From an optimization exercise on the open Yosys and OpenROAD flow, aimed at small area and a short achievable clock period; shortcuts taken in it are not production practice.
At most, simulation tests tie the RTL to the original design; equivalence was not proved.
No functional check of the RTL was part of run 1.
Power and IR drop assume default switching activity.

==> flow/design.v <==
`timescale 1ns/100ps
package zic_pkg;
	localparam int ZIC_ADDR_W = 16;
	localparam int ZIC_DATA_W = 32;
	localparam int ZIC_BYTE_W = 8;
	localparam int ZIC_IDX_W  = 6;
	typedef logic [ZIC_ADDR_W-1:0] zic_addr_t;
	typedef logic [ZIC_DATA_W-1:0] zic_data_t;
	typedef logic [ZIC_BYTE_W-1:0] zic_byte_t;
	typedef logic [ZIC_IDX_W-1:0]  zic_irq_idx_t;
	localparam int ZIC_OFS_W      = 2;
	localparam int ZIC_REG_STRIDE = 4;
	typedef logic [ZIC_OFS_W-1:0] zic_reg_sel_e;
	localparam zic_reg_sel_e ZIC_SEL_IP   = 2'd0;
	localparam zic_reg_sel_e ZIC_SEL_IE   = 2'd1;
	localparam zic_reg_sel_e ZIC_SEL_ATTR = 2'd2;
	localparam zic_reg_sel_e ZIC_SEL_CTL  = 2'd3;
	localparam zic_byte_t ZIC_ATTR_VAL = 8'hC0;
	localparam zic_byte_t ZIC_CTL_RST_TOP  = 8'hFF;
	localparam int        ZIC_CTL_RST_STEP = 4;
	function automatic logic [ZIC_BYTE_W-1:0] zic_ctl_reset_value(input logic [31:0] idx);
		logic [31:0] dec;
		dec = ZIC_CTL_RST_STEP * idx;
		zic_ctl_reset_value = ZIC_CTL_RST_TOP - dec[ZIC_BYTE_W-1:0];
	endfunction
endpackage
`timescale 1ns/100ps
module zic_mmr_decode (
	input  logic src_i,
	input  logic src_n_i,
	input  logic wdt_n_i,
	input  logic ctl_ld_i,      
	input  logic ctl_wr_n_i,    
	input  logic ip_set_i,      
	input  logic ip_wr_n_i,     
	input  logic ie_set_i,      
	input  logic ie_wr_n_i,     
	output logic ctl_ld_o,
	output logic ctl_hold_o,
	output logic ip_set_n_o,
	output logic ip_keep_n_o,
	output logic ie_set_n_o,
	output logic ie_keep_n_o
);
	zic_mmr_dec_and2 u_ctl_ld (
		.a_i (src_i),
		.b_i (ctl_ld_i),
		.y_o (ctl_ld_o)
	);
	zic_mmr_dec_o21a u_ctl_hold (
		.a_i (src_n_i),
		.b_i (ctl_wr_n_i),
		.c_i (wdt_n_i),
		.y_o (ctl_hold_o)
	);
	assign ip_set_n_o  = !(src_i && ip_set_i);
	assign ip_keep_n_o = !((src_n_i || ip_wr_n_i) && wdt_n_i);
	assign ie_set_n_o  = !(src_i && ie_set_i);
	assign ie_keep_n_o = !((src_n_i || ie_wr_n_i) && wdt_n_i);
endmodule
module zic_mmr_dec_and2 (
	input  logic a_i,
	input  logic b_i,
	output logic y_o
);
	assign y_o = a_i && b_i;
endmodule
module zic_mmr_dec_o21a (
	input  logic a_i,
	input  logic b_i,
	input  logic c_i,
	output logic y_o
);
	assign y_o = (a_i || b_i) && c_i;
endmodule
module zic_mmr_dec_src (
	input  logic a_i,
	input  logic b_i,
	input  logic c_i,
	output logic src_o
);
	assign src_o = a_i && b_i && c_i;
endmodule
module zic_mmr_dec_blk (
	input  logic [7:0] hi_i,    
	input  logic       en_i,
	output logic       blk_o
);
	logic u, v, w, p, q;
	zic_mmr_dec_nor2 u_u (.a_i (hi_i[7]), .b_i (hi_i[6]), .y_o (u));
	zic_mmr_dec_nor2 u_v (.a_i (hi_i[5]), .b_i (hi_i[3]), .y_o (v));
	zic_mmr_dec_nor2 u_w (.a_i (hi_i[2]), .b_i (hi_i[1]), .y_o (w));
	zic_mmr_dec_nand2 u_p (.a_i (hi_i[4]), .b_i (en_i), .y_o (p));
	zic_mmr_dec_nor2 u_q (.a_i (hi_i[0]), .b_i (p), .y_o (q));
	zic_mmr_dec_and4 u_blk (.a_i (u), .b_i (v), .c_i (w), .d_i (q), .y_o (blk_o));
endmodule
module zic_mmr_dec_nor2 (
	input  logic a_i,
	input  logic b_i,
	output logic y_o
);
	assign y_o = !(a_i || b_i);
endmodule
module zic_mmr_dec_nand2 (
	input  logic a_i,
	input  logic b_i,
	output logic y_o
);
	assign y_o = !(a_i && b_i);
endmodule
module zic_mmr_dec_and4 (
	input  logic a_i,
	input  logic b_i,
	input  logic c_i,
	input  logic d_i,
	output logic y_o
);
	assign y_o = a_i && b_i && c_i && d_i;
endmodule
module zic_mmr_dec_nand3 (
	input  logic a_i,
	input  logic b_i,
	input  logic c_i,
	output logic y_o
);
	assign y_o = !(a_i && b_i && c_i);
endmodule
module zic_mmr_dec_andn (
	input  logic a_i,
	input  logic b_n_i,
	output logic y_o
);
	assign y_o = a_i && !b_n_i;
endmodule
module zic_mmr_dec_type (
	input  logic blk_i,
	input  logic grp_i,
	input  logic sel_ctl_i,
	input  logic sel_ip_i,
	input  logic sel_ie_i,
	input  logic wdt_n_i,
	input  logic dw_i,           
	output logic ctl_wr_ld_o,    
	output logic ctl_wr_n_o,     
	output logic ip_set_o,       
	output logic ip_wr_n_o,      
	output logic ie_set_o,       
	output logic ie_wr_n_o       
);
	zic_mmr_dec_and4  u_ctl_ld (.a_i (blk_i), .b_i (grp_i), .c_i (sel_ctl_i), .d_i (wdt_n_i), .y_o (ctl_wr_ld_o));
	zic_mmr_dec_nand3 u_ctl_wr (.a_i (blk_i), .b_i (grp_i), .c_i (sel_ctl_i), .y_o (ctl_wr_n_o));
	zic_mmr_dec_and4  u_ip_set (.a_i (blk_i), .b_i (grp_i), .c_i (sel_ip_i), .d_i (dw_i), .y_o (ip_set_o));
	zic_mmr_dec_nand3 u_ip_wr  (.a_i (blk_i), .b_i (grp_i), .c_i (sel_ip_i), .y_o (ip_wr_n_o));
	zic_mmr_dec_and4  u_ie_set (.a_i (blk_i), .b_i (grp_i), .c_i (sel_ie_i), .d_i (dw_i), .y_o (ie_set_o));
	zic_mmr_dec_nand3 u_ie_wr  (.a_i (blk_i), .b_i (grp_i), .c_i (sel_ie_i), .y_o (ie_wr_n_o));
endmodule
`timescale 1ns/100ps
module zic_pend_en_bank (
	input  logic zic_clk,
	input  logic zic_rst,
	input  logic set_n_i,
	input  logic keep_n_i,
	input  logic vld_i,
	input  logic vld_n_i,
	input  logic hw_i,
	output logic q_o
);
	always_ff @(posedge zic_clk or negedge zic_rst)
	begin
		if (!zic_rst)
			q_o <= 1'b0;
		else
			q_o <= !set_n_i || (!keep_n_i && ((vld_i && hw_i) || (vld_n_i && q_o)));
	end
endmodule
`timescale 1ns/100ps
module zic_level_bank #(
	parameter logic RST_VAL = 1'b1
)
(
	input  logic zic_clk,
	input  logic zic_rst,
	input  logic ld_i,
	input  logic hold_i,
	input  logic d_i,
	output logic q_o
);
	always_ff @(posedge zic_clk or negedge zic_rst)
	begin
		if (!zic_rst)
			q_o <= RST_VAL;
		else
			q_o <= (ld_i & d_i) | (hold_i & q_o);
	end
endmodule
`timescale 1ns/100ps
module zic_mmr_readback #(
	parameter int NUM_IRQ = 48
)
(
	input  logic [NUM_IRQ-1:0] sel_i,
	input  logic [NUM_IRQ-1:0] d_i,
	input  logic               blk_n_i,
	output logic               q_o
);
	localparam int NP = NUM_IRQ / 2;    
	localparam int NQ = NP / 4;         
	logic [NP-1:0] pair_n;
	logic [NQ-1:0] quad;
	logic [NQ/2-1:0] half_n;
	for (genvar g = 0; g < NP; g++)
	begin : g_pair
		zic_mmr_rb_aoi22 u_p (
			.s_i   (sel_i[2*g +: 2]),
			.d_i   (d_i[2*g +: 2]),
			.y_n_o (pair_n[g])
		);
	end
	for (genvar k = 0; k < NQ; k++)
	begin : g_n4
		zic_mmr_rb_nand4 u_n4 (
			.a_i (pair_n[4*k +: 4]),
			.y_o (quad[k])
		);
	end
	for (genvar k = 0; k < NQ / 2; k++)
	begin : g_n2
		zic_mmr_rb_nor2 u_n2 (
			.a_i (quad[2*k +: 2]),
			.y_o (half_n[k])
		);
	end
	zic_mmr_rb_aoi31 u_out (
		.a_i     (half_n),
		.blk_n_i (blk_n_i),
		.y_o     (q_o)
	);
endmodule
module zic_mmr_rb_aoi22 (
	input  logic [1:0] s_i,
	input  logic [1:0] d_i,
	output logic       y_n_o
);
	assign y_n_o = !(|(s_i & d_i));
endmodule
module zic_mmr_rb_nand4 (
	input  logic [3:0] a_i,
	output logic       y_o
);
	assign y_o = !(&a_i);
endmodule
module zic_mmr_rb_nor2 (
	input  logic [1:0] a_i,
	output logic       y_o
);
	assign y_o = !(|a_i);
endmodule
module zic_mmr_rb_aoi31 (
	input  logic [2:0] a_i,
	input  logic       blk_n_i,
	output logic       y_o
);
	assign y_o = !((&a_i) || blk_n_i);
endmodule
`timescale 1ns/100ps
module zic_mmr_ctrl #(
	parameter int                 NUM_IRQ  = 48,
	parameter zic_pkg::zic_addr_t MMR_BASE = 16'h1000
)
(
	input  logic                zic_clk,
	input  logic                zic_rst,
	input  logic                wdt_reset_i,
	input  zic_pkg::zic_addr_t  zic_mmr_write_addr_i,
	input  zic_pkg::zic_data_t  zic_mmr_write_data_i,
	input  logic                zic_mmr_write_en_i,
	input  zic_pkg::zic_addr_t  zic_mmr_read_addr_i,
	input  logic                zic_mmr_read_en_i,
	input  logic [NUM_IRQ-1:0]  zic_int_pending_i,
	input  logic                zic_int_pending_valid_i,
	input  logic [NUM_IRQ-1:0]  zic_int_enable_i,
	input  logic                zic_int_enable_valid_i,
	output logic [NUM_IRQ-1:0]  zic_int_en_o,
	output zic_pkg::zic_data_t  zic_mmr_read_data_o,
	output logic                zic_mmr_read_valid_o
);
	localparam int BW = zic_pkg::ZIC_BYTE_W;
	logic [15:0] wa, ra;
	assign wa = zic_mmr_write_addr_i;
	assign ra = zic_mmr_read_addr_i;
	logic wr_blk, rd_blk;
	zic_mmr_dec_blk u_wr_blk (
		.hi_i  (wa[15:8]),
		.en_i  (zic_mmr_write_en_i),
		.blk_o (wr_blk)
	);
	zic_mmr_dec_blk u_rd_blk (
		.hi_i  (ra[15:8]),
		.en_i  (zic_mmr_read_en_i),
		.blk_o (rd_blk)
	);
	logic [3:0] wg1, wg2, rg1, rg2;
	logic [2:0] wg3, rg3;
	for (genvar i = 0; i < 4; i++)
	begin : g_pre
		assign wg1[i] = (wa[3:2] == i);
		assign wg2[i] = (wa[5:4] == i);
		assign rg1[i] = (ra[3:2] == i);
		assign rg2[i] = (ra[5:4] == i);
		if (i < 3)
		begin : g_top
			assign wg3[i] = (wa[7:6] == i);
			assign rg3[i] = (ra[7:6] == i);
		end
	end
	logic [15:0] wsrc, wsrc_n;
	for (genvar j = 0; j < 16; j++)
	begin : g_wsrc
		zic_mmr_dec_and2 u_wsrc (
			.a_i (wg1[j % 4]),
			.b_i (wg2[j / 4]),
			.y_o (wsrc[j])
		);
		zic_mmr_dec_nand2 u_wsrc_n (
			.a_i (wg1[j % 4]),
			.b_i (wg2[j / 4]),
			.y_o (wsrc_n[j])
		);
	end
	logic wdt_n;
	assign wdt_n = !wdt_reset_i;
	logic ip_vld_n, ie_vld_n;
	assign ip_vld_n = !zic_int_pending_valid_i;
	assign ie_vld_n = !zic_int_enable_valid_i;
	logic sel_ctl, sel_ip, sel_ie, dw;
	zic_mmr_dec_and2 u_sel_ctl (.a_i (wa[1]), .b_i (wa[0]), .y_o (sel_ctl));
	zic_mmr_dec_nor2 u_sel_ip  (.a_i (wa[1]), .b_i (wa[0]), .y_o (sel_ip));
	zic_mmr_dec_andn u_sel_ie  (.a_i (wa[0]), .b_n_i (wa[1]), .y_o (sel_ie));
	zic_mmr_dec_andn u_dw      (.a_i (zic_mmr_write_data_i[0]), .b_n_i (wdt_reset_i), .y_o (dw));
	logic [2:0] ctl_wr_ld, ctl_wr_n, ip_wr_n, ip_set, ie_wr_n, ie_set;
	for (genvar k = 0; k < 3; k++)
	begin : g_type
		zic_mmr_dec_type u_type (
			.blk_i       (wr_blk),
			.grp_i       (wg3[k]),
			.sel_ctl_i   (sel_ctl),
			.sel_ip_i    (sel_ip),
			.sel_ie_i    (sel_ie),
			.wdt_n_i     (wdt_n),
			.dw_i        (dw),
			.ctl_wr_ld_o (ctl_wr_ld[k]),
			.ctl_wr_n_o  (ctl_wr_n[k]),
			.ip_set_o    (ip_set[k]),
			.ip_wr_n_o   (ip_wr_n[k]),
			.ie_set_o    (ie_set[k]),
			.ie_wr_n_o   (ie_wr_n[k])
		);
	end
	logic [NUM_IRQ-1:0]    ip_q, ie_q, rd_src;
	logic [NUM_IRQ*BW-1:0] ctl_q;
	for (genvar s = 0; s < NUM_IRQ; s++)
	begin : g_src
		localparam logic [BW-1:0] RST_VAL = zic_pkg::zic_ctl_reset_value(s);
		logic ctl_ld, ctl_hold, ip_set_n, ip_keep_n, ie_set_n, ie_keep_n;
		zic_mmr_dec_src u_rsrc (
			.a_i   (rg1[s % 4]),
			.b_i   (rg2[(s / 4) % 4]),
			.c_i   (rg3[s / 16]),
			.src_o (rd_src[s])
		);
		zic_mmr_decode u_dec (
			.src_i       (wsrc[s % 16]),
			.src_n_i     (wsrc_n[s % 16]),
			.wdt_n_i     (wdt_n),
			.ctl_ld_i    (ctl_wr_ld[s / 16]),
			.ctl_wr_n_i  (ctl_wr_n[s / 16]),
			.ip_set_i    (ip_set[s / 16]),
			.ip_wr_n_i   (ip_wr_n[s / 16]),
			.ie_set_i    (ie_set[s / 16]),
			.ie_wr_n_i   (ie_wr_n[s / 16]),
			.ctl_ld_o    (ctl_ld),
			.ctl_hold_o  (ctl_hold),
			.ip_set_n_o  (ip_set_n),
			.ip_keep_n_o (ip_keep_n),
			.ie_set_n_o  (ie_set_n),
			.ie_keep_n_o (ie_keep_n)
		);
		for (genvar b = 0; b < BW; b++)
		begin : g_ctl
			zic_level_bank #(
				.RST_VAL (RST_VAL[b])
			) u_bit (
				.zic_clk (zic_clk),
				.zic_rst (zic_rst),
				.ld_i    (ctl_ld),
				.hold_i  (ctl_hold),
				.d_i     (zic_mmr_write_data_i[b]),
				.q_o     (ctl_q[s*BW + b])
			);
		end
		zic_pend_en_bank u_ip (
			.zic_clk  (zic_clk),
			.zic_rst  (zic_rst),
			.set_n_i  (ip_set_n),
			.keep_n_i (ip_keep_n),
			.vld_i    (zic_int_pending_valid_i),
			.vld_n_i  (ip_vld_n),
			.hw_i     (zic_int_pending_i[s]),
			.q_o      (ip_q[s])
		);
		zic_pend_en_bank u_ie (
			.zic_clk  (zic_clk),
			.zic_rst  (zic_rst),
			.set_n_i  (ie_set_n),
			.keep_n_i (ie_keep_n),
			.vld_i    (zic_int_enable_valid_i),
			.vld_n_i  (ie_vld_n),
			.hw_i     (zic_int_enable_i[s]),
			.q_o      (ie_q[s])
		);
	end
	assign zic_int_en_o = ie_q;
	logic [BW+1:0] rd_bit;
	logic          rd_hit;
	assign rd_hit = rd_blk && !(ra[7] && ra[6]);
	for (genvar b = 0; b < BW + 2; b++)
	begin : g_rd
		logic [NUM_IRQ-1:0] col;
		for (genvar s = 0; s < NUM_IRQ; s++)
		begin : g_col
			if (b < BW)
				assign col[s] = ctl_q[s*BW + b];
			else if (b == BW)
				assign col[s] = ie_q[s];
			else
				assign col[s] = ip_q[s];
		end
		zic_mmr_readback #(
			.NUM_IRQ (NUM_IRQ)
		) u_rd (
			.sel_i   (rd_src),
			.d_i     (col),
			.blk_n_i (!rd_blk),
			.q_o     (rd_bit[b])
		);
	end
	logic          valid_q;
	logic          hit_q;
	logic [BW+1:0] rd_q;
	always_ff @(posedge zic_clk or negedge zic_rst)
	begin
		if (!zic_rst)
			valid_q <= 1'b0;
		else
			valid_q <= zic_mmr_read_en_i;
	end
	always_ff @(posedge zic_clk)
	begin
		hit_q <= rd_hit;
		rd_q  <= rd_bit;
	end
	assign zic_mmr_read_valid_o = valid_q;
	assign zic_mmr_read_data_o  = {rd_q[BW-1:0], {2{hit_q}}, 6'd0, 7'd0, rd_q[BW], 7'd0, rd_q[BW+1]};
endmodule
==> flow/flow/run.sh <==
#!/bin/bash
# Standard ORFS layout (the standard.sh) with:
#  - small plain buffers on the ports instead of the delay cell that
#    buffer_ports picks by default;
#  - clock tree built from clkbuf_16 sink clusters, without dummy loads;
#  - combinational cells reset to drive strength 1 after floorplan
#    (downsize.tcl), so that timing repair sizes up only what it needs;
#  - one more worst-path setup repair after global routing (post_grt.tcl).
#  - resistance-aware global routing.
set -e
export BUFFER_PORTS_ARGS="-buffer_cell sky130_fd_sc_hd__buf_2"
export CTS_ARGS="-sink_clustering_enable -repair_clock_nets -dont_use_dummy_load -buf_list sky130_fd_sc_hd__clkbuf_16 -sink_clustering_size 25 -sink_clustering_max_diameter 80"
export POST_FLOORPLAN_TCL="$PWD/flow/downsize.tcl"
export POST_GLOBAL_ROUTE_TCL="$PWD/flow/post_grt.tcl"
export ENABLE_RESISTANCE_AWARE=1
bash standard.sh > standard.log 2>&1
==> flow/flow/downsize.tcl <==
# Start every combinational cell from synthesis at its smallest drive
# strength; the timing repair later in the flow sizes up what paths need.
# Registers, tie cells and tap cells are left as they are.
set n 0
foreach inst [[ord::get_db_block] getInsts] {
  set m [[$inst getMaster] getName]
  if {![regexp {^sky130_fd_sc_hd__(\w+?)_(\d+)$} $m -> fn sz]} { continue }
  if {[regexp {^(df|sdf|edf|sedf|dl|conb|tap|fill|decap|clk)} $fn]} { continue }
  if {$sz eq "0" || $sz eq "1"} { continue }
  set target sky130_fd_sc_hd__${fn}_1
  if {[llength [get_lib_cells -quiet $target]] == 0} { continue }
  replace_cell [$inst getName] $target
  incr n
}
puts "downsize: $n cells set to drive strength 1"
==> flow/flow/post_grt.tcl <==
# After global routing: one more setup repair, on the worst path only,
# with global-route parasitics, then re-legalise and re-route the nets
# it touched (as global_route.tcl does after its own repairs).
estimate_parasitics -global_routing
repair_timing -setup -setup_margin 3.0 -repair_tns 0 -max_passes 50 -verbose
global_route -start_incremental
detailed_placement
global_route -end_incremental
estimate_parasitics -global_routing
==> flow/standard.sh <==
#!/bin/bash
# synth_recipe.tcl (not shown) runs the flow's synth.tcl, then flattens the netlist and writes it again
# the make line also repeats each setting of config.mk as NAME=value (left out here)
make -C /OpenROAD-flow-scripts/flow DESIGN_CONFIG=/design/flow/config.mk WORK_HOME=/design/flow/orfs CLKGATE_MAP_FILE= SYNTH_SCRIPT=/design/flow/synth_recipe.tcl "${@:-finish}"
==> flow/config.mk <==
export PLATFORM = sky130hd
export DESIGN_NAME = zic_mmr_ctrl
export DESIGN_NICKNAME = zic_mmr_ctrl
export VERILOG_FILES = /design/flow/design.v
export SDC_FILE = /design/flow/constraint.sdc
export NUM_CORES = 4
export LEC_CHECK = 0
export CAP_MARGIN = 20
export CORE_MARGIN = 2
export CORE_UTILIZATION = 60
export PLACE_DENSITY = 0.75
export SETUP_SLACK_MARGIN = 2.6
export SLEW_MARGIN = 20
export SYNTH_HIERARCHICAL = 1
export TNS_END_PERCENT = 0
==> flow/constraint.sdc <==
create_clock -name core_clock -period 4.0 [get_ports {zic_clk}]
set_input_delay 0.8000 -clock core_clock [delete_from_list [all_inputs] [get_ports {zic_clk}]]
set_output_delay 0.8000 -clock core_clock [all_outputs]
set_load 0.01 [all_outputs]
==> metrics.cfg, run 1 <==
[status]
status=complete, no violations

[synth]
synth_edf_count=0
syn_inst=1860
synthFlopType=dfstp_2
synthesis.area_sq_um=23190
syn_area_per_cell_sq_um=12.47
synth-seq-cells=492
ys_types=23
synth-seq-area-share_pct=54.24
yosysWarnings=10
synthArstFlopShare_pct=97.76

[timing]
tns_ns=0
final-setup-viol-count=0
hold_viol_final=0
post-route-period-util_pct=53.97
slew_headroom_pct=25.11
max_freq_ghz=0.4632
fin_crit_ns=2.159
drv_slew=0
worst_pin_slew_ns=1.123
skew_ns=0.03282

[floorplanning]
fp.dieH_um=200.6
core_sq_um=38380
die_area_sq_um=40240
rows=72
initial_utilization_pct=60.43
ios=248
fp.dieW_um=200.6

[worst_setup_path]
rr_endpoint=rd_q[0]
r2r-start=g_src[26].g_ctl[0].u_bit.q_o
critPathMaxStageDelay_ns=0.35
crit_start=zic_mmr_read_addr_i[6]
path_cells=buf_8, nor2b_4, buf_2, and3_2, a22oi_2, nand4_1, nor2_2, a31oi_1
critPathMaxFanout=10
crit_required_ns=4.45
cp-end-kind=register
reg2reg_depth=4
crit_end=rd_q[3]
start_kind=primary input
cp_slowest_cell=nand4_1
cp.arrival_ns=2.61
rrSetupSlack_ns=2.41
path_class=in2reg

[drt]
ant_nets=0
drc=0
vias=19972
wl_per_cell_um=30.93
drtIter0Drc=2517
routed_via_density=7.441
drt-total-wl_um=83020
first_pass_iters=6

[clock_tree]
cts_setup_buffers=3
insertion_delay_ns=0.59
clock_sinks=492
postCtsResizedCells=147
numCtsBuffers=25
cts-htree-levels=1
cts-root-buf=clkbuf_16
cts_tree=built
postCtsHoldBufs=0
clkTransAtPathRegs_ns=0.10
cts_buffer_depth=3

[cells_and_area]
fin_nets=2333
drive_gt1_share_pct=31.89
area_growth_pct=9.496
fin_area_sq_um=25390

[hold_path]
worstHoldPathType=in2async

[placement]
dp_hpwl_um=54230
placed_area_sq_um=23910
gp_congestion=1.069
io_buffers=201

[global_routing]
grt_max_degree=133
grt_overflow=0
grt_pass1_wl_um=122000
antenna_found_initial=2
grt_pass1_vias=19025
grt_usage_pct=39.98

[power]
p_per_area_nw_per_um2=337.7
max-vdd-ir-drop_uv=278.8
p_leak_nw=10.34
power_w=0.008576

[flow_run]
maxCapViolations=0

==> area by class of cell <==
type / count / area, sq um
well taps: 518 / 648.1
flip-flops and latches: 492 / 12580
diodes: 2 / 5.005
clock buffers: 25 / 625.6
fillers: 2980 / 12990
multi-input cells: 1366 / 9779
repair buffers: 277 / 1738
inverters: 4 / 18.77
==> Yosys cell counts, drive strengths merged (4+ instances only) <==
library cell	number	area, sq um
buf	22	165.2
a22oi	336	3724
and4	11	96.34
and2	69	431.7
dfxtp	11	220.2
nand3	9	45.04
a22o	384	3363
a31oi	10	62.56
inv	4	15.01
dfstp	256	6726
nand4	60	375.4
nor2b	13	96.35
nand2	114	427.9
o21a	48	360.4
nor2	45	168.9
o21ai	192	960.9
dfrtp	225	5630
and3	48	300.3
==> cell usage in the layout, fill, tap and decap left out, types with 5 or more instances in the layout <==
| cell | instances |
|---|---|
| a22o_1 | 384 |
| a22oi_1 | 313 |
| a22oi_2 | 23 |
| a31oi_1 | 8 |
| and2_1 | 58 |
| and2_2 | 9 |
| and3_1 | 6 |
| and3_2 | 28 |
| and3_4 | 19 |
| and4_1 | 6 |
| buf_12 | 9 |
| buf_2 | 201 |
| buf_4 | 58 |
| buf_6 | 5 |
| clkbuf_16 | 25 |
| conb_1 | 20 |
| dfrtp_1 | 225 |
| dfstp_2 | 256 |
| dfxtp_1 | 11 |
| nand2_1 | 107 |
| nand2_2 | 7 |
| nand3_1 | 6 |
| nand4_1 | 60 |
| nor2_1 | 22 |
| nor2_2 | 14 |
| nor2_4 | 9 |
| nor2b_1 | 5 |
| o21a_1 | 48 |
| o21ai_1 | 192 |
==> routing by layer <==
layer  up-vias  part of all wire (%)  track usage, %
li1       8135                     -               -
met5         -                     0               0
met2      1588                    44           59.69
met4         0                   6.2           19.68
met1      9925                    37           53.13
met3       324                    14           12.66
==> cells by family after synthesis <==
family | count (synthesis) | share of synthesized area, %
flip-flops | 492 | 54.24
AO/OA/AOI/OAI | 971 | 36.56
other | 1 | 0.01617
AND/OR/NAND/NOR | 370 | 8.412
buffers and inverters | 26 | 0.7769
==> per-module statistics from Yosys (local to each module, per instance), a selection <==
module	copies in the design	cells
zic_mmr_ctrl	1	62
zic_mmr_decode	48	4
zic_mmr_rb_aoi22	240	1
zic_mmr_dec_and4	11	1
zic_mmr_rb_aoi31	10	1
zic_mmr_dec_src	48	1
zic_mmr_rb_nand4	60	1
zic_mmr_dec_and2	65	1
zic_mmr_dec_nand3	9	1
zic_mmr_rb_nor2	30	1
zic_mmr_dec_nor2	9	1
==> power by group <==
part	total, W	internal, W	switching [W]
clock	0.00269	0.00112	0.00158
combinational	0.000808	0.000219	0.000589
sequential	0.00507	0.00503	0.0000404
total	0.00858	0.00637	0.00221
==> worst min path at each step <==
stage | startpoint | to | cells past startpoint
3_5_place_dp | g_src[38].g_ctl[3].u_bit.q_o | g_src[38].g_ctl[3].u_bit.q_o | 1
3_3_place_gp | g_src[35].g_ctl[2].u_bit.q_o | g_src[35].g_ctl[2].u_bit.q_o | 1
4_1_cts | zic_rst | g_src[25].g_ctl[2].u_bit.q_o | 1
2_1_floorplan | g_src[10].g_ctl[3].u_bit.q_o | g_src[10].g_ctl[3].u_bit.q_o | 1
6_report | zic_rst | g_src[26].g_ctl[3].u_bit.q_o | 1
==> flip-flops by register name, indices dropped and copies added (netlist names) <==
name                   cells
g_src.u_ip.q_o            48
g_src.g_ctl.u_bit.q_o    384
g_src.u_ie.q_o            48
hit_q                      1
rd_q                      10
valid_q                    1
==> through the flow <==
stage / setup WS (ns) / utilization, % / instances / hold slack, ns
global placement: 0.9357 / 62.31 / 2618 / 0.4789
floorplan: 0.8486 / - / 1879 / 0.4818
detailed placement: 0.8237 / 62.31 / 2618 / 0.4800
finish: 1.841 / 66.16 / 2684 / 0.1611
CTS: 2.016 / 65.15 / 2651 / 0.1844
==> worst max-delay path, delay by kind of cell <==
family / cells / cell delay [ns]
compound gates: 2 / 0.40
buf+inv: 2 / 0.29
simple gates: 4 / 1.11
==> run 2, diff against run 1 <==
--- a/flow/design.v
+++ b/flow/design.v
@@ -162,5 +162,4 @@
 	input  logic keep_n_i,
 	input  logic vld_i,
-	input  logic vld_n_i,
 	input  logic hw_i,
 	output logic q_o
@@ -171,5 +170,5 @@
 			q_o <= 1'b0;
 		else
-			q_o <= !set_n_i || (!keep_n_i && ((vld_i && hw_i) || (vld_n_i && q_o)));
+			q_o <= !set_n_i || (!keep_n_i && (vld_i ? hw_i : q_o));
 	end
 endmodule
@@ -330,7 +329,4 @@
 	logic wdt_n;
 	assign wdt_n = !wdt_reset_i;
-	logic ip_vld_n, ie_vld_n;
-	assign ip_vld_n = !zic_int_pending_valid_i;
-	assign ie_vld_n = !zic_int_enable_valid_i;
 	logic sel_ctl, sel_ip, sel_ie, dw;
 	zic_mmr_dec_and2 u_sel_ctl (.a_i (wa[1]), .b_i (wa[0]), .y_o (sel_ctl));
@@ -405,5 +401,4 @@
 			.keep_n_i (ip_keep_n),
 			.vld_i    (zic_int_pending_valid_i),
-			.vld_n_i  (ip_vld_n),
 			.hw_i     (zic_int_pending_i[s]),
 			.q_o      (ip_q[s])
@@ -415,5 +410,4 @@
 			.keep_n_i (ie_keep_n),
 			.vld_i    (zic_int_enable_valid_i),
-			.vld_n_i  (ie_vld_n),
 			.hw_i     (zic_int_enable_i[s]),
 			.q_o      (ie_q[s])
--- a/flow/flow/run.sh
+++ b/flow/flow/run.sh
@@ -7,5 +7,4 @@
 #    (downsize.tcl), so that timing repair sizes up only what it needs;
 #  - one more worst-path setup repair after global routing (post_grt.tcl).
-#  - resistance-aware global routing.
 set -e
 export BUFFER_PORTS_ARGS="-buffer_cell sky130_fd_sc_hd__buf_2"
@@ -13,4 +12,3 @@
 export POST_FLOORPLAN_TCL="$PWD/flow/downsize.tcl"
 export POST_GLOBAL_ROUTE_TCL="$PWD/flow/post_grt.tcl"
-export ENABLE_RESISTANCE_AWARE=1
 bash standard.sh > standard.log 2>&1
--- a/flow/config.mk
+++ b/flow/config.mk
@@ -9,4 +9,5 @@
 export CORE_MARGIN = 2
 export CORE_UTILIZATION = 60
+export GPL_TIMING_DRIVEN = 1
 export PLACE_DENSITY = 0.75
 export SETUP_SLACK_MARGIN = 2.6
==> metrics.cfg, run 2 <==
[floorplanning]
fp.dieH_um=201.6
initial_utilization_pct=60.75
rows=72
die_area_sq_um=40630
core_sq_um=38560
fp.dieW_um=201.6
ios=248

[cells_and_area]
fillers=3000
largest_reg_flops=384
drive_gt1_share_pct=33.23
area_growth_pct=9.840
final_common_cell=a22o_1
top_regs=g_src.g_ctl.u_bit.q_o: 384 flops, g_src.u_ie.q_o: 48 flops, g_src.u_ip.q_o: 48 flops
final_cell_mix=384 x a22o_1, 256 x dfstp_2, 225 x dfrtp_1, 216 x a22oi_1, 199 x buf_2
fin_nets=2333
layout.cells.non_filler=2686
fin_area_sq_um=25730
regMostFlops=g_src.g_ctl.u_bit.q_o

[worst_setup_path]
cp-end-kind=register
crit_required_ns=4.46
start_kind=primary input
critPathMaxFanout=16
cp.arrival_ns=2.49
path_class=in2reg

[power]
power_w=0.008684
p_leak_nw=10.69
p_per_area_nw_per_um2=337.6
max-vdd-ir-drop_uv=336.1

[drt]
drc=0
drtIter0Drc=2322
ant_nets=0
routed_via_density=7.279
first_pass_iters=8
wl_per_cell_um=30.73
vias=19551
drt-total-wl_um=82550

[placement]
dp_hpwl_um=55280
placed_area_sq_um=24200
dp_slack_ns=0.9097
io_buffers=201
dp_cells=2620
gp_congestion=0.9918

[synth]
synth_top_area_cell=dfstp_2
syn_inst=1858
ys_types=23
synth-seq-area-share_pct=53.70
synth_edf_count=0
ys_top_cells_by_count=384 x a22o_1, 256 x dfstp_2, 240 x a22oi_2
yosysWarnings=10
synth_top_family_by_area=compound AO/OA/AOI/OAI gates
synthesis.area_sq_um=23420
synth_compound_area_share_pct=33.12
synth-seq-cells=492
synthFlopType=dfstp_2
synthMuxAreaShare_pct=4.103
synth_xor_area_share_pct=0
yosys-top-cells-area=dfstp_2 29%, dfrtp_1 24%, a22o_1 14%
synthAdderAreaFrac_pct=0
syn_area_per_cell_sq_um=12.61
synthMostInstantiatedCell=a22o_1
synth_top_area_share_pct=28.72
synthArstFlopShare_pct=97.76
synthSimpleGateAreaFrac_pct=8.328

[timing]
final-setup-viol-count=0
slew_headroom_pct=30.51
drv_slew=0
max_freq_ghz=0.4926
post-route-period-util_pct=50.75
tns_ns=0
fin_crit_ns=2.030
hold_viol_final=0
setup_ws_ns=1.970
skew_ns=0.03204
worst_pin_slew_ns=1.042

[status]
status=complete, no violations

[global_routing]
grt_util_met1_pct=52.65
met3_usage_pct=11.45
antenna_found_initial=4
grt_overflow=0
grt_pass1_wl_um=122900
grt_util_met2_pct=59.57
grt_pass1_vias=19398
grt_usage_pct=40.23
top_usage_layer=met2
grt_max_degree=125

[clock_tree]
cts-htree-levels=1
postCtsHoldBufs=0
cts_tree=built
numCtsBuffers=27
postCtsResizedCells=132
cts_buffer_depth=3
cts-root-buf=clkbuf_16
clkTransAtPathRegs_ns=0.10
insertion_delay_ns=0.59
clock_sinks=492
cts_setup_buffers=23

[hold_path]
worstHoldPathType=in2async

[flow_run]
maxCapViolations=0

run 2: cells by family after synthesis:
family	Yosys count
buf+inv	24
other cells	1
flops	492
mux	96
compound gates	875
simple gates	370
run 2: layout make-up:
| cell class | instances | area, sq um | area share [%] |
|---|---|---|---|
| timing repair buffer | 281 | 1707 | 6.634 |
| timing repair inverter | 1 | 5.005 | 0.01945 |
| multi-input combinational | 1361 | 10090 | 39.23 |
| antenna | 4 | 10.01 | 0.03891 |
| inverter | 2 | 11.26 | 0.04377 |
| sequential | 492 | 12580 | 48.89 |
| tap | 518 | 648.1 | 2.519 |
| clock buffer | 27 | 675.6 | 2.626 |
run 2: power by group:
group / internal (W) / total, W / leakage (nW) / switching (W)
registers: 0.00504 / 0.00508 / 5.80 / 0.0000400
clock network: 0.00120 / 0.00279 / 0.333 / 0.00159
logic: 0.000238 / 0.000820 / 4.55 / 0.000582
run 2: critical path: stages:
cell	delay (ns)
buf_2	0.17
and2b_4	0.28
and3_4	0.27
a22oi_1	0.38
nand4_1	0.19
nor2_2	0.23
a31oi_1	0.16
run 2: per-stage QoR:
step	hold slack, ns	util [%]
6_report	0.1833	66.73
2_1_floorplan	0.4818	-
3_5_place_dp	0.4802	62.77
4_1_cts	0.1875	65.75
3_3_place_gp	0.4787	62.77
run 2: Yosys stat by module (local to each module, per instance), a selection:
module | flops+latches | cells
zic_pend_en_bank | 1 | 3
zic_mmr_rb_aoi31 | 0 | 1
zic_mmr_dec_nand2 | 0 | 1
zic_mmr_dec_nor2 | 0 | 1
zic_mmr_dec_andn | 0 | 1
zic_mmr_dec_and4 | 0 | 1
zic_mmr_rb_nand4 | 0 | 1
zic_mmr_rb_aoi22 | 0 | 1
zic_mmr_dec_src | 0 | 1
zic_mmr_dec_and2 | 0 | 1
zic_mmr_dec_o21a | 0 | 1
zic_mmr_ctrl | 12 | 60
zic_mmr_dec_nand3 | 0 | 1
zic_mmr_decode | 0 | 4
run 2: routing by layer:
| layer | up-vias | part of all wire, % |
|---|---|---|
| met2 | 1461 | 44 |
| met5 | - | 0 |
| met3 | 295 | 13 |
| li1 | 8055 | - |
| met4 | 0 | 6.9 |
| met1 | 9740 | 37 |
run 2: path summary, 6_finish.rpt:
kind,from,to,slack (ns),depth (start not counted)
setup reg to reg,g_src[4].u_ie.q_o,rd_q[8],2.44,5
max in group asynchronous,zic_rst,g_src[41].g_ctl[1].u_bit.q_o,2.82,2
setup / recovery,zic_mmr_read_addr_i[6],rd_q[2],1.97,7
min in group core_clock,zic_mmr_read_en_i,valid_q,0.34,1
hold / removal,zic_rst,g_src[8].g_ctl[5].u_bit.q_o,0.18,1
hold reg to reg,g_src[43].g_ctl[2].u_bit.q_o,g_src[43].g_ctl[2].u_bit.q_o,0.50,1
==> run 3, diff against run 2 <==
--- a/flow/config.mk
+++ b/flow/config.mk
@@ -9,6 +9,5 @@
 export CORE_MARGIN = 2
 export CORE_UTILIZATION = 60
-export GPL_TIMING_DRIVEN = 1
-export PLACE_DENSITY = 0.75
+export PLACE_DENSITY = 0.9
 export SETUP_SLACK_MARGIN = 2.6
 export SLEW_MARGIN = 20
==> metrics.cfg, run 3 <==
[status]
status=complete, no violations

[floorplanning]
ios=248
core_sq_um=38560
initial_utilization_pct=60.75
fp.dieW_um=201.6
rows=72
fp.dieH_um=201.6
die_area_sq_um=40630

[worst_setup_path]
cp-end-kind=register
path_class=in2reg
r2r-start=g_src[45].u_ie.q_o
critPathMaxStageDelay_ns=0.32
cp_slowest_cell=nor2_4
critPathTopFamily=simple AND/OR/NAND/NOR gates
crit_required_ns=4.42
cp.arrival_ns=2.51
start_kind=primary input
crit_start=zic_mmr_read_addr_i[2]
crit_buf_inv=2
critPathMaxFanout=12
path_cells=buf_2, nor2b_2, buf_6, and3_4, a22oi_1, nand4_1, nor2_4, a31oi_2

[clock_tree]
cts-htree-levels=1
cts_setup_buffers=6
cts-root-buf=clkbuf_16
cts_tree=built
postCtsHoldBufs=0
insertion_delay_ns=0.60
cts_buffer_depth=3
postCtsResizedCells=147
clock_sinks=492
clkTransAtPathRegs_ns=0.10
numCtsBuffers=25

[synth]
synth-seq-area-share_pct=53.70
synthFlopType=dfstp_2
syn_inst=1858
yosys-top-cells-area=dfstp_2 29%, dfrtp_1 24%, a22o_1 14%
synth_top_area_cell=dfstp_2
syn_area_per_cell_sq_um=12.61
ys_types=23
synth_top_area_share_pct=28.72
synth-seq-cells=492
synth_edf_count=0
synthArstFlopShare_pct=97.76
ys_top_cells_by_count=384 x a22o_1, 256 x dfstp_2, 240 x a22oi_2
synthMostInstantiatedCell=a22o_1
yosysWarnings=10
synthesis.area_sq_um=23420

[timing]
drv_slew=0
fin_crit_ns=2.092
final-setup-viol-count=0
fin_hold_ws_ns=0.2154
worst_pin_slew_ns=1.144
tns_ns=0
skew_ns=0.03077
max_freq_ghz=0.4780
hold_viol_final=0
slew_headroom_pct=23.75
post-route-period-util_pct=52.30

[cells_and_area]
area_growth_pct=11.54
final_common_cell=a22o_1
fin_nets=2332
regMostFlops=g_src.g_ctl.u_bit.q_o
final_cell_mix=384 x a22o_1, 256 x dfstp_2, 223 x dfrtp_1, 197 x buf_2, 192 x o21ai_1
largest_reg_flops=384
drive_gt1_share_pct=36.20
layout.cells.non_filler=2682
top_regs=g_src.g_ctl.u_bit.q_o: 384 flops, g_src.u_ie.q_o: 48 flops, g_src.u_ip.q_o: 48 flops

[drt]
ant_nets=0
first_pass_iters=10
drt-total-wl_um=85140
vias=20548
drc=0
routed_via_density=7.661
wl_per_cell_um=31.75
drtIter0Drc=3176

[global_routing]
grt_overflow=0
grt_usage_pct=39.39
grt_pass1_vias=19659
grt_pass1_wl_um=121300
antenna_found_initial=4
grt_max_degree=142

[placement]
io_buffers=201
dp_cells=2615
dp_hpwl_um=54410
gp_congestion=0.9983

[flow_run]
maxCapViolations=0

[power]
max-vdd-ir-drop_uv=266.0
p_per_area_nw_per_um2=330.2
p_leak_nw=10.69

[hold_path]
worstHoldPathType=in2async

[run 3: cell counts after synthesis]
Identical to the previous run, type by type.
[run 3: cell families after synthesis]
group,count (synthesis),synth area share (%)
compound gates,875,33.12
flops,492,53.70
simple gates,370,8.328
mux,96,4.103
buf+inv,24,0.7372
other cells,1,0.01601
[run 3: area by class of cell]
type	instances	area, sq um
sequential	492	12580
fill	2763	12430
multi-input combinational	1372	10590
timing repair buffer	272	1667
tap	518	648.1
clock buffer	25	625.6
inverter	2	11.26
antenna	1	2.502
[run 3: final timing paths]
kind | endpoint | slack, ns | depth (start not counted)
max | rd_q[6] | 1.91 | 8
min | g_src[14].u_ip.q_o | 0.22 | 1
max reg2reg | rd_q[8] | 2.37 | 6
min reg2reg | g_src[20].g_ctl[6].u_bit.q_o | 0.51 | 1
max in group asynchronous | g_src[19].g_ctl[1].u_bit.q_o | 2.83 | 2
min in group core_clock | valid_q | 0.33 | 1
[run 3: worst reg2reg max path, stage by stage (launching register included)]
cell     delay [ns]
dfrtp_1        0.41
buf_4          0.14
buf_4          0.12
a22oi_1        0.29
nand4_1        0.17
nor2_1         0.21
a31oi_4        0.13
[run 3: where the power goes]
group	leakage, nW	internal (W)	switching (W)
clock network	0.308	0.00111	0.00157
logic	4.58	0.000241	0.000608
registers	5.80	0.00504	0.0000492
[run 3: per-stage QoR]
stage / cell area (sq um) / setup WS (ns) / utilization [%] / total power [W]
2_1_floorplan: 23630 / 0.8486 / - / 0.005457
4_1_cts: 25210 / 2.018 / 65.39 / 0.008513
6_report: 26130 / 1.908 / 67.76 / 0.008626
3_3_place_gp: 24160 / 0.9522 / 62.67 / 0.005874
3_5_place_dp: 24160 / 0.8086 / 62.67 / 0.005899
[run 3: per-module statistics from Yosys (local to each module, per instance), excerpt]
module | area [sq um] | flip-flops and latches
zic_mmr_ctrl | 554.3 | 12
zic_mmr_dec_andn | 13.76 | 0
zic_mmr_rb_aoi22 | 12.51 | 0
zic_mmr_dec_and4 | 8.758 | 0
zic_mmr_dec_o21a | 7.507 | 0
zic_mmr_rb_aoi31 | 6.256 | 0
zic_mmr_dec_and2 | 6.256 | 0
zic_mmr_dec_src | 6.256 | 0
zic_mmr_rb_nand4 | 6.256 | 0
zic_mmr_dec_nor2 | 3.754 | 0
zic_mmr_rb_nor2 | 3.754 | 0
zic_mmr_dec_nand2 | 3.754 | 0
[run 3: routing by layer]
layer	GRT usage (%)	up-vias	share of wire [%]
met5	0	-	0.027
met4	25.68	4	8.4
met3	13.15	517	16
met2	56.47	2002	42
met1	51.29	9967	34
li1	-	8058	-
==> run 4, diff against run 3 <==
--- a/flow/config.mk
+++ b/flow/config.mk
@@ -9,5 +9,5 @@
 export CORE_MARGIN = 2
 export CORE_UTILIZATION = 60
-export PLACE_DENSITY = 0.9
+export PLACE_DENSITY = 0.75
 export SETUP_SLACK_MARGIN = 2.6
 export SLEW_MARGIN = 20
==> metrics.cfg, run 4 <==
[status]
status=complete, no violations

[drt]
vias=19551
ant_nets=0
drtIter0Drc=2322
drc=0
drt-total-wl_um=82550
wl_per_cell_um=30.73
routed_via_density=7.279
first_pass_iters=8

[synth]
ys_top_cells_by_count=384 x a22o_1, 256 x dfstp_2, 240 x a22oi_2
ys_types=23
synthSimpleGateAreaFrac_pct=8.328
synth_edf_count=0
synthFlopType=dfstp_2
synth_top_family_by_area=compound AO/OA/AOI/OAI gates
synth_top_area_share_pct=28.72
synthMostInstantiatedCell=a22o_1
synth-seq-cells=492
synth_xor_area_share_pct=0
synth_compound_area_share_pct=33.12
syn_inst=1858
synthMuxAreaShare_pct=4.103
synth_top_area_cell=dfstp_2
yosysWarnings=10
synthAdderAreaFrac_pct=0
synthesis.area_sq_um=23420
yosys-top-cells-area=dfstp_2 29%, dfrtp_1 24%, a22o_1 14%
synth-seq-area-share_pct=53.70
synthArstFlopShare_pct=97.76
syn_area_per_cell_sq_um=12.61

[clock_tree]
cts-htree-levels=1
cts_setup_buffers=23
postCtsHoldBufs=0
numCtsBuffers=27
cts_buffer_depth=3
cts-root-buf=clkbuf_16
insertion_delay_ns=0.59
postCtsResizedCells=132
clkTransAtPathRegs_ns=0.10
clock_sinks=492
cts_tree=built

[placement]
dp_hpwl_um=55280
io_buffers=201
gp_congestion=0.9918

[global_routing]
antenna_found_initial=4
grt_max_degree=125
grt_usage_pct=40.23
grt_pass1_vias=19398
grt_overflow=0
grt_pass1_wl_um=122900

[cells_and_area]
final_common_cell=a22o_1
multi_input_area_sq_um=10090
largest_reg_flops=384
area_growth_pct=9.840
final_cell_mix=384 x a22o_1, 256 x dfstp_2, 225 x dfrtp_1, 216 x a22oi_1, 199 x buf_2
register_area_sq_um=12580
drive_gt1_share_pct=33.23
top_regs=g_src.g_ctl.u_bit.q_o: 384 flops, g_src.u_ie.q_o: 48 flops, g_src.u_ip.q_o: 48 flops
fin_nets=2333
fillers=3000
regMostFlops=g_src.g_ctl.u_bit.q_o

[floorplanning]
fp.dieH_um=201.6
rows=72
initial_utilization_pct=60.75
ios=248
core_sq_um=38560
die_area_sq_um=40630
fp.dieW_um=201.6

[worst_setup_path]
cp-end-kind=register
crit_required_ns=4.46
critPathMaxFanout=16
start_kind=primary input
cp.arrival_ns=2.49
path_class=in2reg

[power]
max-vdd-ir-drop_uv=336.1
p_leak_nw=10.69
p_per_area_nw_per_um2=337.6

[timing]
post-route-period-util_pct=50.75
tns_ns=0
skew_ns=0.03204
worst_pin_slew_ns=1.042
fin_crit_ns=2.030
fin_hold_ws_ns=0.1833
hold_viol_final=0
drv_slew=0
slew_headroom_pct=30.51
final-setup-viol-count=0
max_freq_ghz=0.4926

[hold_path]
worstHoldPathType=in2async

[flow_run]
maxCapViolations=0

[run 4: cell count changes in the layout (fill, tap and decap cells not counted), sizes merged]
cell      before  now
and2b          3    1
clkbuf        28   27
clkinvlp       1    2
diode          1    4
buf          269  281
and3          57   48
[run 4: worst max-delay path: stages]
cell and delay [ns]:
buf_2 0.17, and2b_4 0.28, and3_4 0.27, a22oi_1 0.38, nand4_1 0.19, nor2_2 0.23, a31oi_1 0.16
[run 4: worst paths after layout]
check,start,end,slack (ns),cells after the start
worst max-delay path,zic_mmr_read_addr_i[6],rd_q[2],1.97,7
worst min-delay path,zic_rst,g_src[8].g_ctl[5].u_bit.q_o,0.18,1
worst max register to register,g_src[4].u_ie.q_o,rd_q[8],2.44,5
worst min register to register,g_src[43].g_ctl[2].u_bit.q_o,g_src[43].g_ctl[2].u_bit.q_o,0.50,1
max in group asynchronous,zic_rst,g_src[41].g_ctl[1].u_bit.q_o,2.82,2
min in group core_clock,zic_mmr_read_en_i,valid_q,0.34,1
[run 4: through the flow]
stage               utilization [%]  total power (W)  setup slack [ns]  instances  area, sq um
CTS                           65.75         0.008664             2.032       2671        25350
finish                        66.73         0.008684             1.970       2686        25730
detailed placement            62.77         0.005905            0.9097       2620        24200
global placement              62.77         0.005888            0.9747       2620        24200
floorplan                         -         0.005457            0.8486       1877        23630
[run 4: final cells by class]
type | count | area share (%)
flip-flops and latches | 492 | 48.89
repair inverters | 1 | 0.01945
multi-input cells | 1361 | 39.23
inverters | 2 | 0.04377
diodes | 4 | 0.03891
clock buffers | 27 | 2.626
well taps | 518 | 2.519
repair buffers | 281 | 6.634
[run 4: routing by layer]
layer	track usage, %	routed length (um)
met1	52.65	30450
met2	59.57	36050
met3	11.45	10370
met4	24.66	5678
met5	0	0
[run 4: report_power, final]
| group | total (W) | switching [W] | internal, W |
|---|---|---|---|
| clock network | 0.00279 | 0.00159 | 0.00120 |
| registers | 0.00508 | 0.0000400 | 0.00504 |
| logic | 0.000820 | 0.000582 | 0.000238 |
[run 4: kinds of logic after synthesis]
| logic type | count (synthesis) |
|---|---|
| simple gates | 370 |
| mux | 96 |
| compound gates | 875 |
| other cells | 1 |
| buf+inv | 24 |
| flops | 492 |
[run 4: modules after synthesis (local to each module, per instance), a selection]
module / cells / flip-flops and latches / area (sq um)
zic_mmr_dec_src: 1 / 0 / 6.256
zic_mmr_ctrl: 60 / 12 / 554.3
zic_mmr_dec_nor2: 1 / 0 / 3.754
zic_mmr_dec_nand3: 1 / 0 / 5.005
zic_mmr_dec_and4: 1 / 0 / 8.758
zic_mmr_rb_aoi31: 1 / 0 / 6.256
zic_mmr_rb_aoi22: 1 / 0 / 12.51
zic_mmr_rb_nor2: 1 / 0 / 3.754
zic_mmr_dec_nand2: 1 / 0 / 3.754
zic_mmr_rb_nand4: 1 / 0 / 6.256
zic_mmr_dec_o21a: 1 / 0 / 7.507
==> run 5, diff against run 4 <==
--- a/flow/flow/run.sh
+++ b/flow/flow/run.sh
@@ -7,4 +7,5 @@
 #    (downsize.tcl), so that timing repair sizes up only what it needs;
 #  - one more worst-path setup repair after global routing (post_grt.tcl).
+#  - resistance-aware global routing.
 set -e
 export BUFFER_PORTS_ARGS="-buffer_cell sky130_fd_sc_hd__buf_2"
@@ -12,3 +13,4 @@
 export POST_FLOORPLAN_TCL="$PWD/flow/downsize.tcl"
 export POST_GLOBAL_ROUTE_TCL="$PWD/flow/post_grt.tcl"
+export ENABLE_RESISTANCE_AWARE=1
 bash standard.sh > standard.log 2>&1
==> metrics.cfg, run 5 <==
[drt]
drc=0
first_pass_iters=6
vias=19686
drtIter0Drc=2397
ant_nets=0
routed_via_density=7.324
drt-total-wl_um=82670
wl_per_cell_um=30.75

[power]
max-vdd-ir-drop_uv=337.9
seqPwrFrac_pct=58.4
intPower_w=0.006478
netSwitchingFraction_pct=25.51
p_leak_nw=10.70
p_per_area_nw_per_um2=337.3
combPwrFrac_pct=9.5
p_sw_w=0.002219
clkPwrFrac_pct=32.1
power_w=0.008696

[clock_tree]
cts_setup_buffers=23
postCtsHoldBufs=0
clock_sinks=492
numCtsBuffers=27
cts-htree-levels=1
postCtsResizedCells=132
cts-root-buf=clkbuf_16
clkTransAtPathRegs_ns=0.10
cts_buffer_depth=3
cts_tree=built
insertion_delay_ns=0.59

[cells_and_area]
largest_reg_flops=384
area_growth_pct=10.07
top_regs=g_src.g_ctl.u_bit.q_o: 384 flops, g_src.u_ie.q_o: 48 flops, g_src.u_ip.q_o: 48 flops
fin_nets=2334
final_cell_mix=384 x a22o_1, 256 x dfstp_2, 225 x dfrtp_1, 216 x a22oi_1, 200 x buf_2
layout.cells.non_filler=2688
regMostFlops=g_src.g_ctl.u_bit.q_o
final_common_cell=a22o_1
fillers=2994
fin_area_sq_um=25780
drive_gt1_share_pct=34.41

[timing]
fin_crit_ns=2.018
drv_slew=0
skew_ns=0.03021
post-route-period-util_pct=50.45
hold_viol_final=0
tns_ns=0
final-setup-viol-count=0
slew_headroom_pct=30.53
fin_hold_ws_ns=0.1645
max_freq_ghz=0.4955
worst_pin_slew_ns=1.042

[global_routing]
grt_util_met2_pct=59.37
top_usage_layer=met2
grt_max_degree=125
grt_pass1_vias=19399
grt_overflow=0
grt_util_met1_pct=52.80
grt_usage_pct=40.22
met3_usage_pct=11.34
antenna_found_initial=4
grt_pass1_wl_um=122900

[floorplanning]
fp.dieH_um=201.6
fp.dieW_um=201.6
core_sq_um=38560
rows=72
die_area_sq_um=40630
ios=248
initial_utilization_pct=60.75

[placement]
dp_hpwl_um=55280
io_buffers=201
dp_cells=2620
placed_area_sq_um=24200
gp_congestion=0.9918

[status]
status=complete, no violations

[worst_setup_path]
critPathMaxFanout=12
cp_slowest_cell=a22oi_2
start_kind=primary input
critPathMaxStageDelay_ns=0.28
crit_required_ns=4.46
path_class=in2reg
path_cells=buf_2, nor2b_1, buf_4, and3_4, a22oi_2, nand4_1, nor2_4, a31oi_1
cp-end-kind=register
critPathTopFamily=simple AND/OR/NAND/NOR gates
cp.arrival_ns=2.48
crit_buf_inv=2

[synth]
yosysWarnings=10
syn_area_per_cell_sq_um=12.61
synth-seq-area-share_pct=53.70
synth_top_area_share_pct=28.72
synth-seq-cells=492
synth_edf_count=0
synth_top_area_cell=dfstp_2
synthFlopType=dfstp_2
synthesis.area_sq_um=23420
synthMostInstantiatedCell=a22o_1
synthArstFlopShare_pct=97.76
ys_types=23
ys_top_cells_by_count=384 x a22o_1, 256 x dfstp_2, 240 x a22oi_2
syn_inst=1858
yosys-top-cells-area=dfstp_2 29%, dfrtp_1 24%, a22o_1 14%

[flow_run]
maxCapViolations=0

[hold_path]
worstHoldPathType=in2async

## run 5: changes by cell type in the layout (fill, tap and decap cells not counted), sizes merged
cell / before / now
diode: 4 / 5
and4: 11 / 12
## run 5: final cells by class
type	count	area [sq um]	area share (%)
repair buffers	281	1704	6.610
inverters	2	11.26	0.04368
well taps	518	648.1	2.514
diodes	5	12.51	0.04853
flip-flops and latches	492	12580	48.79
repair inverters	1	5.005	0.01941
clock buffers	27	675.6	2.621
multi-input cells	1362	10150	39.35
## run 5: power groups by stage
stage	combinational, W	clock (W)	sequential [W]
floorplan	0.000280	0	0.00518
global placement	0.000722	0	0.00517
CTS	0.000779	0.00281	0.00508
detailed placement	0.000737	0	0.00517
finish	0.000826	0.00279	0.00508
## run 5: final timing paths
kind	cells past startpoint	slack, ns	endpoint	from
hold / removal	1	0.16	g_src[13].g_ctl[2].u_bit.q_o	zic_rst
min in group core_clock	1	0.34	valid_q	zic_mmr_read_en_i
setup / recovery	8	1.98	rd_q[8]	zic_mmr_read_addr_i[3]
setup reg to reg	5	2.43	rd_q[8]	g_src[42].u_ie.q_o
hold reg to reg	1	0.50	g_src[36].g_ctl[7].u_bit.q_o	g_src[36].g_ctl[7].u_bit.q_o
max in group asynchronous	2	2.81	g_src[41].g_ctl[1].u_bit.q_o	zic_rst
## run 5: cells by family (layout without fill, tap and decap cells)
family                 after synthesis  after routing  synth area share (%)
buffers and inverters               24            311                0.7372
DFF                                492            492                 53.70
other                                1             25               0.01601
muxes                               96             96                 4.103
AOI/OAI and AO/OA                  875            875                 33.12
and+or+nand+nor                    370            371                 8.328
## run 5: per-module statistics from Yosys (local to each module, per instance), excerpt
module,cells inside,flip-flops and latches
zic_mmr_ctrl,60,12
zic_mmr_dec_and2,1,0
zic_mmr_dec_and4,1,0
zic_mmr_dec_andn,1,0
zic_mmr_dec_nand3,1,0
zic_mmr_dec_o21a,1,0
zic_mmr_decode,4,0
zic_mmr_rb_aoi22,1,0
zic_mmr_rb_aoi31,1,0
zic_mmr_rb_nand4,1,0
## run 5: metal layers
metal  up-vias  wire (um)
li1       8044          -
met1      9841      30810
met2      1481      36060
met3       320      10070
met4         0       5726
met5         -          0
## run 5: stage by stage
| step | util (%) | worst slack [ns] |
|---|---|---|
| after floorplan | - | 0.8486 |
| after global placement | 62.77 | 0.9747 |
| after detailed placement | 62.77 | 0.9097 |
| after CTS | 65.75 | 2.032 |
| final | 66.86 | 1.982 |
==> run 6, diff against run 5 <==
--- a/flow/flow/run.sh
+++ b/flow/flow/run.sh
@@ -6,11 +6,12 @@
 #  - combinational cells reset to drive strength 1 after floorplan
 #    (downsize.tcl), so that timing repair sizes up only what it needs;
+#  - buf_1 port buffers on the slack-rich hardware load vector inputs
+#    (post_gp.tcl);
 #  - one more worst-path setup repair after global routing (post_grt.tcl).
-#  - resistance-aware global routing.
 set -e
 export BUFFER_PORTS_ARGS="-buffer_cell sky130_fd_sc_hd__buf_2"
 export CTS_ARGS="-sink_clustering_enable -repair_clock_nets -dont_use_dummy_load -buf_list sky130_fd_sc_hd__clkbuf_16 -sink_clustering_size 25 -sink_clustering_max_diameter 80"
 export POST_FLOORPLAN_TCL="$PWD/flow/downsize.tcl"
+export POST_GLOBAL_PLACE_TCL="$PWD/flow/post_gp.tcl"
 export POST_GLOBAL_ROUTE_TCL="$PWD/flow/post_grt.tcl"
-export ENABLE_RESISTANCE_AWARE=1
 bash standard.sh > standard.log 2>&1
==> flow/flow/post_gp.tcl (new file) <==
# The hardware load vectors (zic_int_pending_i, zic_int_enable_i) feed one
# mux input each and have several ns of slack: give their port buffers
# the smallest plain buffer instead of buf_2.
set n 0
foreach bt [[ord::get_db_block] getBTerms] {
  if {![string match "zic_int_pending_i*" [$bt getName]] && ![string match "zic_int_enable_i*" [$bt getName]]} { continue }
  set net [$bt getNet]
  if {$net eq "NULL"} { continue }
  foreach it [$net getITerms] {
    set inst [$it getInst]
    if {[[$inst getMaster] getName] eq "sky130_fd_sc_hd__buf_2"} {
      replace_cell [$inst getName] sky130_fd_sc_hd__buf_1
      incr n
    }
  }
}
puts "post_gp: $n port buffers set to buf_1"
==> metrics.cfg, run 6 <==
[power]
p_leak_nw=10.38
netSwitchingFraction_pct=25.71
max-vdd-ir-drop_uv=276.5
clkPwrFrac_pct=31.9
p_sw_w=0.002223
combPwrFrac_pct=9.4
p_per_area_nw_per_um2=337.6
intPower_w=0.006422
seqPwrFrac_pct=58.7
power_w=0.008644

[timing]
tns_ns=0
final-setup-viol-count=0
max_freq_ghz=0.4970
slew_headroom_pct=30.01
drv_slew=0
fin_crit_ns=2.012
hold_viol_final=0
post-route-period-util_pct=50.30
worst_pin_slew_ns=1.050
fin_hold_ws_ns=0.1801
skew_ns=0.04126

[clock_tree]
cts-root-buf=clkbuf_16
numCtsBuffers=26
clkTransAtPathRegs_ns=0.09
cts_buffer_depth=3
cts_setup_buffers=22
insertion_delay_ns=0.59
cts-htree-levels=1
postCtsResizedCells=145
clock_sinks=492
cts_tree=built
postCtsHoldBufs=0

[floorplanning]
core_sq_um=38560
die_area_sq_um=40630
fp.dieH_um=201.6
rows=72
fp.dieW_um=201.6
ios=248
initial_utilization_pct=60.75

[worst_setup_path]
rr_endpoint=rd_q[8]
cp-end-kind=register
reg2reg_depth=5
crit_start=zic_mmr_read_addr_i[3]
path_class=in2reg
start_kind=primary input
crit_required_ns=4.45
r2r-start=g_src[4].u_ie.q_o
rrSetupSlack_ns=2.44
cp.arrival_ns=2.46
critPathMaxFanout=12

[synth]
synthMostInstantiatedCell=a22o_1
syn_area_per_cell_sq_um=12.61
synthArstFlopShare_pct=97.76
yosysWarnings=10
synth_edf_count=0
synth_top_area_share_pct=28.72
ys_top_cells_by_count=384 x a22o_1, 256 x dfstp_2, 240 x a22oi_2
synthFlopType=dfstp_2
yosys-top-cells-area=dfstp_2 29%, dfrtp_1 24%, a22o_1 14%
synth-seq-cells=492
ys_types=23
synth-seq-area-share_pct=53.70
synthesis.area_sq_um=23420
synth_top_area_cell=dfstp_2
syn_inst=1858

[flow_run]
maxCapViolations=0

[cells_and_area]
final_common_cell=a22o_1
area_growth_pct=9.306
top_regs=g_src.g_ctl.u_bit.q_o: 384 flops, g_src.u_ie.q_o: 48 flops, g_src.u_ip.q_o: 48 flops
drive_gt1_share_pct=29.22
fin_util_pct=66.40
largest_reg_flops=384
fin_nets=2325
regMostFlops=g_src.g_ctl.u_bit.q_o
fillers=3046
final_cell_mix=384 x a22o_1, 256 x dfstp_2, 225 x dfrtp_1, 204 x a22oi_1, 192 x o21ai_1

[drt]
first_pass_iters=8
drtIter0Drc=2462
vias=19683
drc=0
routed_via_density=7.350
drt-total-wl_um=82870
ant_nets=0
wl_per_cell_um=30.94

[global_routing]
grt_pass1_vias=19448
grt_overflow=0
grt_max_degree=125
grt_pass1_wl_um=123100
antenna_found_initial=2
grt_usage_pct=40.19

[placement]
dp_hpwl_um=55240
io_buffers=201

[status]
status=complete, no violations

[hold_path]
worstHoldPathType=in2async

run 6: cell types whose count changed in the layout (fill, tap and decap cells not counted), moves of 12 or more:
cell     before  now
buf_2       200  101
buf_1         0   96
a22oi_1     216  204
a22oi_2      24   36
and2_1       27   39
and2_2       38   26
run 6: through the flow:
step                cells  setup WS, ns  cell area, sq um
floorplan            1877        0.8486             23630
global placement     2620        0.9747             24200
detailed placement   2620        0.8968             24080
CTS                  2669         2.034             25240
finish               2678         1.988             25600
run 6: Yosys stat by module, one instance, submodules excluded, a selection:
module             flops+latches  area (sq um)
zic_mmr_dec_nand3              0         5.005
zic_mmr_decode                 0         17.52
zic_mmr_dec_andn               0         13.76
zic_mmr_rb_aoi31               0         6.256
zic_mmr_rb_aoi22               0         12.51
zic_mmr_dec_and2               0         6.256
zic_mmr_dec_src                0         6.256
zic_pend_en_bank               1         40.04
zic_mmr_dec_and4               0         8.758
zic_mmr_rb_nor2                0         3.754
run 6: how the worst max path moves through the flow:
stage	endpoint	slack, ns	cells past startpoint
CTS	zic_int_en_o[47]	2.03	1
finish	rd_q[3]	1.99	8
detailed placement	g_src[25].g_ctl[3].u_bit.q_o	0.90	7
global placement	g_src[24].g_ctl[5].u_bit.q_o	0.97	7
floorplan	g_src[17].g_ctl[2].u_bit.q_o	0.85	4
run 6: cells by family (layout without fill, tap and decap cells):
logic type	after synthesis	count (layout)	share of synthesized area (%)
and+or+nand+nor	370	372	8.328
buffers and inverters	24	301	0.7372
other	1	24	0.01601
DFF	492	492	53.70
muxes	96	96	4.103
AOI/OAI and AO/OA	875	875	33.12
run 6: worst max-delay path, cell delays in order:
cell     delay, ns
buf_2         0.13
nor2b_1       0.13
buf_4         0.22
and3_4        0.23
a22oi_2       0.25
nand4_1       0.25
nor2_4        0.31
a31oi_2       0.15
run 6: metal layers:
layer,share of wire (%),global-route usage [%],vias to the layer above
met5,0,0,-
met4,7.1,23.24,0
met3,12,9.637,339
met2,44,60.60,1447
met1,37,53.40,9873
li1,-,-,8024
run 6: final cells by class:
| class | instances | area, sq um | share of cell area [%] |
|---|---|---|---|
| Antenna cell | 4 | 10.01 | 0.03910 |
| Clock buffer | 26 | 650.6 | 2.541 |
| Inverter | 2 | 11.26 | 0.04398 |
| Multi-Input combinational cell | 1363 | 10190 | 39.79 |
| Sequential cell | 492 | 12580 | 49.13 |
| Tap cell | 518 | 648.1 | 2.532 |
| Timing Repair Buffer | 272 | 1511 | 5.904 |
| Timing Repair inverter | 1 | 5.005 | 0.01955 |
run 6: power groups by stage:
| stage | clock [W] | sequential [W] | combinational (W) |
|---|---|---|---|
| 2_1_floorplan | 0 | 0.00518 | 0.000280 |
| 3_3_place_gp | 0 | 0.00517 | 0.000722 |
| 3_5_place_dp | 0 | 0.00517 | 0.000724 |
| 4_1_cts | 0.00276 | 0.00508 | 0.000765 |
| 6_report | 0.00276 | 0.00508 | 0.000810 |

static timing again, ports no longer ideal:
No port has a modelled driver above. Below, the same layouts with a new extraction and two added sets of constraints. Step 1 assumes that a clkbuf_16 drives the clock port and a buf_2 every other input. Step 2 moves the port delays by t, midway between the first and last clock arrival at a register: inputs arrive t later, outputs are due t later. That takes back most of the time a late clock gives input paths. Slacks: ideal ports / drivers / drivers and shift; pairs: ideal ports / drivers.
| run | t (ns) | setup WS [ns] | worst data-port slew with drivers (ns) |
|---|---|---|---|
| run 1 | 0.623 | 1.841 / 1.776 / 1.152 | 0.13 |
| run 2 | 0.636 | 1.970 / 1.975 / 1.353 | 0.08 |
| run 3 | 0.632 | 1.908 / 1.922 / 1.290 | 0.08 |
| run 4 | 0.636 | 1.970 / 1.975 / 1.353 | 0.08 |
| run 5 | 0.639 | 1.982 / 1.972 / 1.341 | 0.08 |
| run 6 | 0.633 | 1.988 / 1.976 / 1.356 | 0.09 |
After both steps setup and hold are still met in every run listed. For run 1, which loses most, drivers alone change the setup slack by -0.065 ns; drivers and shift together by -0.689 ns.
